This design comes from an exercise in tuning for small area on the open sky130 flow, not from production work. Only simulation tests tie the RTL to the original design; equivalence was not proved. Power is estimated from default activity; no workload was simulated.

==> design.v <==
`timescale 1ns/1ns
module letter_field
(
    input  logic                     clk,
    input  logic                     rst_n,
    input  logic                     key_valid,
    input  logic [4:0]               key_code,
    input  logic [1:0]               state,
    input  logic                     restart,
    output logic [4-1:0]    slot_active,
    output logic [4*5-1:0]  slot_code,
    output logic [4*11-1:0] slot_x,
    output logic [4*11-1:0] slot_y,
    output logic                     floor_hit,
    output logic                     hit
);
    localparam int SPAWN_W = $clog2(32);
    localparam logic [1:0] RUN = 2'd1;
    logic [4*12-1:0] slot_age;
    logic                  running;
    logic                  key_valid_q;
    logic [4:0]            key_q;
    logic                  letter_key;
    logic [4:0]            letter_cnt;
    logic [10:0]           col_cnt;
    logic [SPAWN_W-1:0]    spawn_cnt;
    logic                  spawn_due;
    logic [4-1:0] spawn_sel;
    logic [4-1:0] clear_sel;
    logic [4*16-1:0] fall_base;
    logic [4*16-1:0] fall_square;
    always_comb
    begin
        for (int i = 0; i < 4; i++)
        begin
            fall_base[i*16 +: 16]   = {4'd0, slot_age[i*12 +: 12]} >> 2;
            fall_square[i*16 +: 16] = fall_base[i*16 +: 16] * fall_base[i*16 +: 16];
        end
    end
    assign running    = (state == RUN);
    assign spawn_due  = (spawn_cnt == SPAWN_W'(32 - 1));
    assign letter_key = key_valid_q && (key_q >= 5'd1) && (key_q <= 5'(26));
    always_ff @(posedge clk)
    begin
        key_q <= key_code;
    end
    always_ff @(posedge clk)
    begin
        if (!rst_n)
        begin
            key_valid_q <= 1'b0;
            hit         <= 1'b0;
        end
        else
        begin
            key_valid_q <= key_valid;
            hit         <= running && letter_key && (|clear_sel) && !restart;
        end
    end
    always_ff @(posedge clk)
    begin
        if (!rst_n || restart)
        begin
            letter_cnt <= 5'd1;
            col_cnt    <= 11'(40);
            spawn_cnt  <= '0;
        end
        else if (running)
        begin
            if (letter_cnt == 5'(26))
                letter_cnt <= 5'd1;
            else
                letter_cnt <= letter_cnt + 5'd1;
            if (col_cnt == 11'(750))
                col_cnt <= 11'(40);
            else
                col_cnt <= col_cnt + 11'd1;
            if (spawn_due)
                spawn_cnt <= '0;
            else
                spawn_cnt <= spawn_cnt + SPAWN_W'(1);
        end
    end
    always_comb
    begin
        spawn_sel = '0;
        clear_sel = '0;
        for (int i = 4 - 1; i >= 0; i--)
        begin
            if (!slot_active[i])
            begin
                spawn_sel    = '0;
                spawn_sel[i] = 1'b1;
            end
            if (slot_active[i] && (slot_code[i*5 +: 5] == key_q))
            begin
                clear_sel    = '0;
                clear_sel[i] = 1'b1;
            end
        end
    end
    always_comb
    begin
        floor_hit = 1'b0;
        for (int i = 0; i < 4; i++)
        begin
            if (slot_active[i] && (slot_y[i*11 +: 11] >= 11'(600)))
                floor_hit = 1'b1;
        end
    end
    always_ff @(posedge clk)
    begin
        for (int i = 0; i < 4; i++)
        begin
            if (!rst_n || restart)
            begin
                slot_active[i]        <= 1'b0;
                slot_code[i*5 +: 5]   <= '0;
                slot_x[i*11 +: 11]    <= '0;
                slot_y[i*11 +: 11]    <= '0;
                slot_age[i*12 +: 12]  <= '0;
            end
            else if (running)
            begin
                if (letter_key && clear_sel[i])
                    slot_active[i] <= 1'b0;
                else if (spawn_due && spawn_sel[i])
                begin
                    slot_active[i]       <= 1'b1;
                    slot_code[i*5 +: 5]  <= letter_cnt;
                    slot_x[i*11 +: 11]   <= col_cnt;
                    slot_y[i*11 +: 11]   <= '0;
                    slot_age[i*12 +: 12] <= '0;
                end
                else if (slot_active[i])
                begin
                    slot_age[i*12 +: 12] <= slot_age[i*12 +: 12] + 12'd1;
                    slot_y[i*11 +: 11]   <= fall_square[i*16 +: 11];
                end
            end
        end
    end
endmodule
`timescale 1ns/1ns
module game_ctrl
(
    input  logic       clk,
    input  logic       rst_n,
    input  logic       key_valid,
    input  logic [4:0] key_code,
    input  logic       floor_hit,
    input  logic       hit,
    output logic [1:0] state,
    output logic       restart,
    output logic [7:0] score
);
    localparam logic [1:0] IDLE = 2'd0;
    localparam logic [1:0] RUN  = 2'd1;
    localparam logic [1:0] OVER = 2'd2;
    logic       start_key;
    logic [1:0] state_next;
    assign start_key = key_valid && (key_code == 5'(27));
    always_comb
    begin
        state_next = state;
        if (restart)
            state_next = RUN;
        else
        begin
            case (state)
                IDLE:    state_next = IDLE;
                RUN:     state_next = floor_hit ? OVER : RUN;
                OVER:    state_next = OVER;
                default: state_next = IDLE;
            endcase
        end
    end
    always_ff @(posedge clk)
    begin
        if (!rst_n)
        begin
            state   <= IDLE;
            restart <= 1'b0;
        end
        else
        begin
            state   <= state_next;
            restart <= start_key;
        end
    end
    always_ff @(posedge clk)
    begin
        if (!rst_n || restart)
            score <= '0;
        else if (hit && (score != '1))
            score <= score + 8'd1;
    end
endmodule
`timescale 1ns/1ns
module pixel_mixer
(
    input  logic                     clk,
    input  logic                     rst_n,
    input  logic [10:0]              hcount,
    input  logic [10:0]              vcount,
    input  logic [4-1:0]    slot_active,
    input  logic [4*5-1:0]  slot_code,
    input  logic [4*11-1:0] slot_x,
    input  logic [4*11-1:0] slot_y,
    input  logic [1:0]               state,
    output logic [11:0]              rgb
);
    localparam logic [1:0] IDLE = 2'd0;
    localparam logic [1:0] OVER = 2'd2;
    logic [11:0] pixel;
    logic [4-1:0] in_letter;
    logic in_start;
    logic in_over;
    always_comb
    begin
        for (int i = 0; i < 4; i++)
        begin
            in_letter[i] = (hcount >= slot_x[i*11 +: 11]) &&
                           ({1'b0, hcount} < ({1'b0, slot_x[i*11 +: 11]} + 12'(32))) &&
                           (vcount >= slot_y[i*11 +: 11]) &&
                           ({1'b0, vcount} < ({1'b0, slot_y[i*11 +: 11]} + 12'(32)));
        end
        in_start = (hcount >= 11'(610)) && ({1'b0, hcount} < 12'(610 + 64)) &&
                   (vcount >= 11'(610)) && ({1'b0, vcount} < 12'(610 + 64));
        in_over  = (hcount >= 11'(500)) && ({1'b0, hcount} < 12'(500 + 64)) &&
                   (vcount >= 11'(250)) && ({1'b0, vcount} < 12'(250 + 64));
    end
    always_comb
    begin
        pixel = '0;
        for (int i = 4 - 1; i >= 0; i--)
        begin
            if (slot_active[i] && in_letter[i])
                pixel = {4'hF, slot_code[i*5 +: 4], 3'b000, slot_code[i*5 + 4]};
        end
        if ((state == IDLE) && in_start)
            pixel = 12'h0CF;
        else if ((state == OVER) && in_over)
            pixel = 12'hE22;
    end
    always_ff @(posedge clk)
    begin
        if (!rst_n)
            rgb <= '0;
        else
            rgb <= pixel;
    end
endmodule
`timescale 1ns/1ns
module typing_game_top
(
    input  logic        clk,
    input  logic        rst_n,
    input  logic        key_valid,
    input  logic [4:0]  key_code,
    input  logic [10:0] hcount,
    input  logic [10:0] vcount,
    output logic [11:0] rgb,
    output logic        game_over,
    output logic [7:0]  score
);
    logic [4-1:0]    slot_active;
    logic [4*5-1:0]  slot_code;
    logic [4*11-1:0] slot_x;
    logic [4*11-1:0] slot_y;
    logic                     floor_hit;
    logic                     hit;
    logic [1:0]               state;
    logic                     restart;
    letter_field letter_field_i
    (
        .clk         (clk),
        .rst_n       (rst_n),
        .key_valid   (key_valid),
        .key_code    (key_code),
        .state       (state),
        .restart     (restart),
        .slot_active (slot_active),
        .slot_code   (slot_code),
        .slot_x      (slot_x),
        .slot_y      (slot_y),
        .floor_hit   (floor_hit),
        .hit         (hit)
    );
    game_ctrl game_ctrl_i
    (
        .clk       (clk),
        .rst_n     (rst_n),
        .key_valid (key_valid),
        .key_code  (key_code),
        .floor_hit (floor_hit),
        .hit       (hit),
        .state     (state),
        .restart   (restart),
        .score     (score)
    );
    pixel_mixer pixel_mixer_i
    (
        .clk         (clk),
        .rst_n       (rst_n),
        .hcount      (hcount),
        .vcount      (vcount),
        .slot_active (slot_active),
        .slot_code   (slot_code),
        .slot_x      (slot_x),
        .slot_y      (slot_y),
        .state       (state),
        .rgb         (rgb)
    );
    assign game_over = (state == 2'd2);
endmodule
==> run.sh <==
#!/bin/bash
# synth_recipe.tcl (not shown) runs the flow's synth.tcl, then flattens the netlist and writes it again
# the make line also repeats each setting of config.mk as NAME=value (left out here)
make -C /OpenROAD-flow-scripts/flow DESIGN_CONFIG=/design/flow/config.mk WORK_HOME=/design/flow/orfs CLKGATE_MAP_FILE= SYNTH_SCRIPT=/design/flow/synth_recipe.tcl finish
==> config.mk <==
export PLATFORM = sky130hd
export DESIGN_NAME = typing_game_top
export DESIGN_NICKNAME = typing_game_top
export VERILOG_FILES = /design/flow/design.v
export SDC_FILE = /design/flow/constraint.sdc
export NUM_CORES = 4
export LEC_CHECK = 0
export CAP_MARGIN = 20
export CORE_MARGIN = 2
export CORE_UTILIZATION = 40
export SLEW_MARGIN = 20
==> constraint.sdc <==
create_clock -name core_clock -period 6.0 [get_ports {clk}]
set_input_delay 1.2000 -clock core_clock [delete_from_list [all_inputs] [get_ports {clk}]]
set_output_delay 1.2000 -clock core_clock [all_outputs]
set_load 0.01 [all_outputs]
==> impl_metrics.toml, run 1 <==
[run_status]
outcome = "timing/DRC/antenna clean"

[timing]
finalCritPeriodShare_pct = 81.1
hold_violations = 0
setup_viol = 0
grt_setup_unrepaired = "false"
finalWorstSetupSlack_ns = 1.14
relSlewSlack_pct = 20.6
final_max_slew_viol_count = 0
max_freq_mhz = 206
fin_setup_tns_ns = 0
worst_pin_slew_ns = 1.18
final.setup_skew_ns = 0.0183
fin_crit_ns = 4.86

[die]
die_x_um = 214
dieArea_sq_um = 45700
boundaryPins = 51
rows = 76
initial_core_util_pct = 40.7
die_h_um = 214
core_area_sq_um = 43300

[clock_tree]
hold_buffers = 0
clk_pin_slew_ns = 0.06
cts_setup_buffers = 0
clk_latency_ns = 0.56
clockBufferDepth = 3
clockRootBuffer = "clkbuf_16"
numCtsBuffers = 25
htree_num_levels = 1
cts_resized = 0
cts_tree = "done"
clock_sinks = 204

[pwr]
p_leak_uw = 0.00801
p_per_area_nw_per_um2 = 167
ir_drop_uv = 178
totalPowerFinal_uw = 3260

[drt]
drt-wirelength-per-cell_um = 15.9
vias_per_cell = 5.23
vias = 14267
drtIter0Drc = 827
drt_wl_total_um = 43400
drc = 0
ant_nets = 0
first_pass_iters = 5

[final_layout]
fin_cells = 2729
areaGrowthSynthToFinish_pct = 11.0
nNetsFinal = 2497
layout_common_cells = "inv_1 (279), ha_1 (238), nand2_1 (216)"
antennaDiodeCount = 0
seqCellArea_sq_um = 4080
drive_gt1_share_pct = 3.50
multi_input_area_sq_um = 12200
fillCellCount = 4218
final_common_cell = "inv_1"

[worst_setup_path]
endpoint_kind = "register"
path_class = "register to register"
setup.worst_path.start_class = "register"
cp.arrival_ns = 5.26
crit_required_ns = 6.40
critical_path.max_fanout = 14
reg2regPathDepth = 17

[yosys]
syn_area_sq_um = 17600
async_reset_ff_share_pct = 0
yosysSeqAreaShare_pct = 23.2
ys_ff_latch = 204
ys.flop_type = "dfxtp_1"
netlist_instances = 2115
synth_edf_count = 0
yosys.cell_types.count = 74
syn_area_per_cell_sq_um = 8.33
yosys_warnings = 3

[place]
dp_cells = 2684
pre_cts_ws_ns = 1.11
place.gp.congestion = 0.891
io_buffer_count = 50
dp.final_hpwl_um = 33500

[job]
drv_cap = 0

[grt]
grt_pass1_vias = 14384
antenna_found_initial = 2
grt.total_usage_pct = 19.6
grt_pass1_wl_um = 72700
overflow = 0
grt_max_degree = 77

[worst_hold_path]
min_path_cells = 2
min_path_type = "register to register"
## per-stage QoR
stage / cell area, sq um / utilization (%) / hold WS, ns
floorplan: 17600 / - / 0.436
global placement: 18600 / 43.0 / 0.444
detailed placement: 18600 / 43.0 / 0.451
CTS: 19500 / 45.2 / 0.460
global route: 19600 / 45.2 / 0.479
finish: 19600 / 45.2 / 0.457
## synthesized netlist by cell type, types with 27 or more instances
library cell  number  area share (%)
inv_1            279             5.9
ha_1             238              17
nand2_1          216             4.6
dfxtp_1          204              23
nor2_1           165             3.5
a21oi_1          131             3.7
xnor2_1          103             5.1
fa_1             102              12
nand3_1           65             1.8
clkbuf_1          64             1.4
and2_1            54             1.9
o21ai_0           51             1.4
xor2_1            48             2.4
nor3_1            45             1.3
a22oi_1           27             1.2
## critical path, stage by stage (launching register included)
cell and delay (ns):
dfxtp_1 0.59, and2_1 0.25, fa_1 0.45, fa_1 0.53
inv_1 0.05, fa_1 0.49, inv_1 0.06, fa_1 0.53
inv_1 0.05, fa_1 0.50, inv_1 0.05, ha_1 0.33
or2_2 0.28, a21oi_1 0.14, a21oi_1 0.07, xnor2_1 0.15
a22oi_1 0.14, nor2_1 0.05
## layout make-up
class / count / area share (%)
Clock buffer: 32 / 3.64
Clock inverter: 12 / 1.09
Inverter: 279 / 5.36
Multi-Input combinational cell: 1557 / 62.3
Sequential cell: 204 / 20.9
Tap cell: 585 / 3.74
Timing Repair Buffer: 60 / 2.94
## kinds of logic after synthesis
group | after synthesis | share of synthesized area [%]
XOR/XNOR | 151 | 7.51
AO/OA/AOI/OAI | 348 | 12.9
multiplexers | 22 | 1.25
adder cells (fa/ha/maj) | 340 | 28.5
AND/OR/NAND/NOR | 696 | 18.9
flip-flops | 204 | 23.2
buffers and inverters | 354 | 7.74
## where the power goes
group / leakage (uW) / internal (uW) / switching, uW / total (uW)
combinational: 0.00591 / 81.4 / 125 / 206
clock: 0.000454 / 1060 / 636 / 1690
sequential: 0.00164 / 1360 / 5.18 / 1360
total: 0.00801 / 2500 / 766 / 3260
## path summary, 6_finish.rpt
check / startpoint / to / slack (ns)
setup / recovery: letter_field_i.slot_age[39] / letter_field_i.slot_y[43] / 1.14
hold / removal: letter_field_i.slot_x[1] / letter_field_i.slot_x[1] / 0.46
setup reg to reg: letter_field_i.slot_age[39] / letter_field_i.slot_y[43] / 1.14
hold reg to reg: letter_field_i.slot_x[1] / letter_field_i.slot_x[1] / 0.46
## state kept, by name, indices dropped and copies added (netlist names)
register,cells
game_ctrl_i.restart,1
game_ctrl_i.score,8
letter_field_i.slot_x,44
letter_field_i.key_valid_q,1
letter_field_i.col_cnt,11
letter_field_i.slot_active,4
letter_field_i.key_q,5
letter_field_i.hit,1
letter_field_i.slot_y,40
letter_field_i.slot_age,48
letter_field_i.letter_cnt,5
game_ctrl_i.state,2
letter_field_i.spawn_cnt,5
letter_field_i.slot_code,20
pixel_mixer_i.rgb,9
## metal layers
metal  track usage [%]  routed length [um]  vias to the layer above
met1              25.4               20000                     6815
met5                 0                  30                        -
li1                  -                   -                     7145
met4              5.94                1080                        4
met2              34.2               20700                      228
met3              2.15                1560                       75
==> run 2, diff against run 1 <==
==> design.v (replaced) <==
`timescale 1ns/1ns
module typing_game_top
(
    input  logic        clk,
    input  logic        rst_n,
    input  logic        key_valid,
    input  logic [4:0]  key_code,
    input  logic [10:0] hcount,
    input  logic [10:0] vcount,
    output logic [11:0] rgb,
    output logic        game_over,
    output logic [7:0]  score
);
    logic       run, over, restart;
    logic       kv_q;
    logic [4:0] key_q;
    logic       hit;
    logic [4:0] sc;       
    logic [4:0] lcode;    
    logic [9:0] x0;       
    logic [3:0] act;      
    logic [4:0]  code [4];
    logic [10:0] xh   [4];
    logic [10:0] yh   [4];
    logic [3:0]  clr;
    logic [3:0]  inbox;
    logic        spawn, floor_hit;
    assign spawn = (sc == 5'd31);
    assign game_over = over;
    for (genvar h = 0; h < 4; h++)
    begin : g_class
        logic [5:0]  c;
        logic [11:0] t;
        logic [6:0]  age;
        logic [6:0]  b;
        assign c       = {1'b0, lcode} + 6'(26 - 6 * h);
        assign code[h] = (c > 6'd26) ? 5'(c - 6'd26) : c[4:0];
        assign t       = {2'b0, x0} - 12'(32 * h);
        assign xh[h]   = (t[11] || (t < 12'd40)) ? 11'(t + 12'd711) : t[10:0];
        assign age     = {2'(h), sc};
        assign b       = (age == 7'd0) ? 7'd0 : ((age - 7'd1) >> 2);
        assign yh[h]   = 11'(b * b);
        assign clr[h]  = kv_q && act[h] && (code[h] == key_q);
        assign inbox[h] = act[h] &&
                          (hcount >= xh[h]) && ({1'b0, hcount} < {1'b0, xh[h]} + 12'd32) &&
                          (vcount >= yh[h]) && ({1'b0, vcount} < {1'b0, yh[h]} + 12'd32);
    end
    assign floor_hit = act[3] && (sc >= 5'd5);
    always_ff @(posedge clk)
    begin
        if (!rst_n)
        begin
            run     <= 1'b0;
            over    <= 1'b0;
            restart <= 1'b0;
            kv_q    <= 1'b0;
            hit     <= 1'b0;
        end
        else
        begin
            restart <= key_valid && (key_code == 5'd27);
            kv_q    <= key_valid;
            hit     <= run && (|clr) && !restart;
            if (restart)
            begin
                run  <= 1'b1;
                over <= 1'b0;
            end
            else if (run && floor_hit)
            begin
                run  <= 1'b0;
                over <= 1'b1;
            end
        end
    end
    always_ff @(posedge clk)
        key_q <= key_code;
    always_ff @(posedge clk)
    begin
        if (!rst_n || restart)
            score <= '0;
        else if (hit && (score != '1))
            score <= score + 8'd1;
    end
    always_ff @(posedge clk)
    begin
        if (!rst_n || restart)
            act <= '0;
        else if (run)
        begin
            if (spawn)
                act <= {act[2:0] & ~clr[2:0], 1'b1};
            else
                act <= act & ~clr;
        end
    end
    always_ff @(posedge clk)
    begin
        if (restart)
        begin
            sc    <= '0;
            lcode <= 5'd26;
            x0    <= 10'd39;
        end
        else if (run)
        begin
            sc <= sc + 5'd1;
            if (spawn)
            begin
                lcode <= (lcode >= 5'd21) ? lcode - 5'd20 : lcode + 5'd6;
                x0    <= (x0 >= 10'd719) ? x0 - 10'd679 : x0 + 10'd32;
            end
        end
    end
    logic [4:0] cw;
    logic       letter, in_start, in_over, show_start, show_over;
    always_comb
    begin
        cw = '0;
        for (int h = 0; h < 4; h++)
            if (inbox[h])
                cw = cw | code[h];
    end
    assign letter   = |inbox;
    assign in_start = (hcount >= 11'd610) && (hcount < 11'd674) && (vcount >= 11'd610) && (vcount < 11'd674);
    assign in_over  = (hcount >= 11'd500) && (hcount < 11'd564) && (vcount >= 11'd250) && (vcount < 11'd314);
    assign show_start = !run && !over && in_start;
    assign show_over  = over && in_over;
    logic r_hi, r_8, r_32;
    logic [3:0] r_g;
    logic r_1, r_0;
    always_ff @(posedge clk)
    begin
        if (!rst_n)
        begin
            r_hi <= 1'b0; r_8 <= 1'b0; r_g <= '0; r_32 <= 1'b0; r_1 <= 1'b0; r_0 <= 1'b0;
        end
        else if (show_start)
        begin    
            r_hi <= 1'b0; r_8 <= 1'b0; r_g <= 4'hC; r_32 <= 1'b1; r_1 <= 1'b1; r_0 <= 1'b1;
        end
        else if (show_over)
        begin    
            r_hi <= 1'b1; r_8 <= 1'b0; r_g <= 4'h2; r_32 <= 1'b0; r_1 <= 1'b1; r_0 <= 1'b0;
        end
        else
        begin    
            r_hi <= letter; r_8 <= letter; r_g <= cw[3:0]; r_32 <= 1'b0; r_1 <= 1'b0; r_0 <= cw[4];
        end
    end
    assign rgb = {r_hi, r_hi, r_hi, r_8, r_g, r_32, r_32, r_1, r_0};
endmodule
==> run 2 against run 1 <==
Non-clock buffer count rose by 25; combinational power rose to 9.3 times the previous value; final area fell by 47%; largest cell class unchanged; synthesized area fell by 48%; power fell by 21%; wire length fell by 42%; largest power group is now combinational cells; final cell count fell by 44%; fmax fell by 16%.
==> impl_metrics.toml, run 2 <==
[clock_tree]
clockRootBuffer = "clkbuf_16"
clk_latency_ns = 0.29
htree_num_levels = 2
clockBufferDepth = 2
numCtsBuffers = 5
cts_tree = "done"
clock_sinks = 49
clk_pin_slew_ns = 0.07

[timing]
hold_violations = 0
relSlewSlack_pct = 42.1
fin_crit_ns = 5.79
final_max_slew_viol_count = 0
fin_setup_tns_ns = 0
worst_pin_slew_ns = 0.860
grt_setup_unrepaired = "true"
hold_slack_ns = 0.546
setup_viol = 0
finalWorstSetupSlack_ns = 0.207
max_freq_mhz = 173
finalCritPeriodShare_pct = 96.6
final.setup_skew_ns = 0.00624

[drt]
vias = 8439
drt_wl_total_um = 25100
drt-wirelength-per-cell_um = 16.4
vias_per_cell = 5.53
drc = 0
first_pass_iters = 5
ant_nets = 0
drtIter0Drc = 474

[place]
pre_cts_ws_ns = -0.0561
place.gp.congestion = 0.913
dp.final_hpwl_um = 19900
io_buffer_count = 49
dp_cells = 1506

[pwr]
p_leak_uw = 0.00482
p_per_area_nw_per_um2 = 247
totalPowerFinal_uw = 2570
ir_drop_uv = 204

[worst_setup_path]
path_class = "register to register"
cp_slowest_cell = "or4_4"
critical_path.max_fanout = 6
path_buf_inv = 4
cpPeakStageDelay_ns = 0.57
path_delay_family = "adder cells"
cp.arrival_ns = 6.01
crit_required_ns = 6.22
endpoint_kind = "register"
setup.worst_path.start_class = "register"

[yosys]
yosysMostFrequentCell = "ha_1"
yosys-top-cells-count = "ha_1 (203), nand2_1 (110), inv_1 (99), a21oi_1 (96), nor2_1 (83)"
netlist_instances = 1190
async_reset_ff_share_pct = 0
yosys.cell_types.count = 79
yosysTopAreaCell = "ha_1"
syn_area_per_cell_sq_um = 7.67
yosys_warnings = 4
synth_area_leaders = "ha_1 (28%), dfxtp_1 (11%), xnor2_1 (7.7%)"
synth_edf_count = 0
syn_area_sq_um = 9130
ys_ff_latch = 49
netlist.area_leader.share_pct = 27.8
ys.flop_type = "dfxtp_1"
yosysSeqAreaShare_pct = 10.7

[grt]
grt_max_degree = 21
top_usage_layer = "met2"
met1_usage_pct = 27.6
grt_pass1_vias = 8056
grt_util_met3_pct = 1.98
overflow = 0
grtUsageMet2_pct = 36.0
grt.total_usage_pct = 20.7
grt_pass1_wl_um = 40800
antenna_found_initial = 0

[die]
core_area_sq_um = 22500
boundaryPins = 51
rows = 55
die_x_um = 155
die_h_um = 155
dieArea_sq_um = 24000
initial_core_util_pct = 40.6

[worst_hold_path]
min_path_type = "register to register"

[final_layout]
final_common_cell = "ha_1"
areaGrowthSynthToFinish_pct = 14.1
fin_cells = 1527
top_register = "x0"
largest_register_ffs = 10
largest_registers = "x0 x10, score x8"
nNetsFinal = 1482
drive_gt1_share_pct = 7.97
antennaDiodeCount = 0
layout_common_cells = "ha_1 (201), nand2_1 (107), inv_1 (98)"

[run_status]
outcome = "timing/DRC/antenna clean"

[job]
drv_cap = 0
[run 2: cell count changes in the layout (fill, tap and decap cells not counted), moves of 26 or more]
cell | before | now
a22oi_1 | 27 | 1
nand3_1 | 65 | 34
inv_1 | 279 | 98
dfxtp_1 | 204 | 49
fa_1 | 102 | 8
ha_1 | 238 | 201
and2_1 | 54 | 3
nand2_1 | 216 | 107
nor3_1 | 44 | 18
buf_4 | 10 | 36
a21oi_1 | 131 | 89
nor2_1 | 165 | 80
xnor2_1 | 103 | 74
[run 2: final timing paths]
| check | from | endpoint | slack (ns) | depth (start not counted) |
|---|---|---|---|---|
| worst max-delay path | sc[4] | r_g[1] | 0.21 | 25 |
| worst min-delay path | score[1] | score[1] | 0.55 | 2 |
| worst min register to register | score[1] | score[1] | 0.55 | 2 |
| worst max register to register | sc[4] | r_g[1] | 0.21 | 25 |
[run 2: what timing repair did]
item,CTS,global route
hold buffers,0,0
pin swaps,0,17
setup buffers,0,13
setup endpoints to repair,1,6
cloned,0,0
gates resized for setup,3,37
[run 2: tightest hold or removal path, stage by stage (launching register included)]
cell and delay, ns:
dfxtp_1 0.33, mux2i_1 0.12, nor2_1 0.05
[run 2: final cells by class]
class,instances,area [sq um]
well taps,285,357
inverters,102,383
fillers,2204,12100
multi-input cells,998,7780
flip-flops and latches,49,981
repair buffers,85,761
clock buffers,6,139
clock inverters,2,13.8
[run 2: cell families (layout without fill, tap and decap cells)]
family,Yosys count,after routing,synth area share (%)
AND/OR/NAND/NOR,352,352,19.1
XOR/XNOR,119,119,11.4
flip-flops,49,49,10.7
adder cells (fa/ha/maj),211,211,29.6
buffers and inverters,144,195,6.45
AO/OA/AOI/OAI,308,308,22.0
multiplexers,5,5,0.562
other,2,3,0.0823
[run 2: where the power goes]
part	switching (uW)	total (uW)	internal, uW
sequential	33.5	373	339
combinational	1070	1910	845
clock	123	289	166
total	1220	2570	1350
[run 2: stage by stage]
step | instance area, sq um | util [%]
3_5_place_dp | 9960 | 44.3
3_3_place_gp | 9960 | 44.3
2_1_floorplan | 9150 | -
5_1_grt | 10400 | 46.3
6_report | 10400 | 46.3
4_1_cts | 10100 | 45.0
[run 2: per-layer routing]
| layer | routed length, um | vias up |
|---|---|---|
| li1 | - | 4342 |
| met1 | 11600 | 3878 |
| met2 | 11900 | 179 |
| met3 | 1060 | 40 |
| met4 | 490 | 0 |
| met5 | 0 | - |

## separate check: timing with driven ports
The flow's constraints put no driver on any port. The routed layouts listed below were extracted and timed again, unchanged, in two steps.
Step 1 sets driving cells, clkbuf_16 on the clock port and buf_2 on the other inputs (assumed; they add their load-dependent delay and slew).
Step 2 also shifts input and output timing later by t, the mid clock arrival at the registers, as if the neighbouring blocks saw the same clock.
Three values: ideal, step 1, step 2; two values: the first two.
run | t, ns | setup slack, ns | worst setup path at the end
run 1 | 0.599 | 1.137 / 1.137 / 1.035 | input to register
run 2 | 0.323 | 0.207 / 0.207 / 0.207 | register to register
After both steps every run listed still meets setup and hold. The setup slack of run 1, which loses most, moves by 0.000 ns with the drivers and by -0.102 ns with both steps.
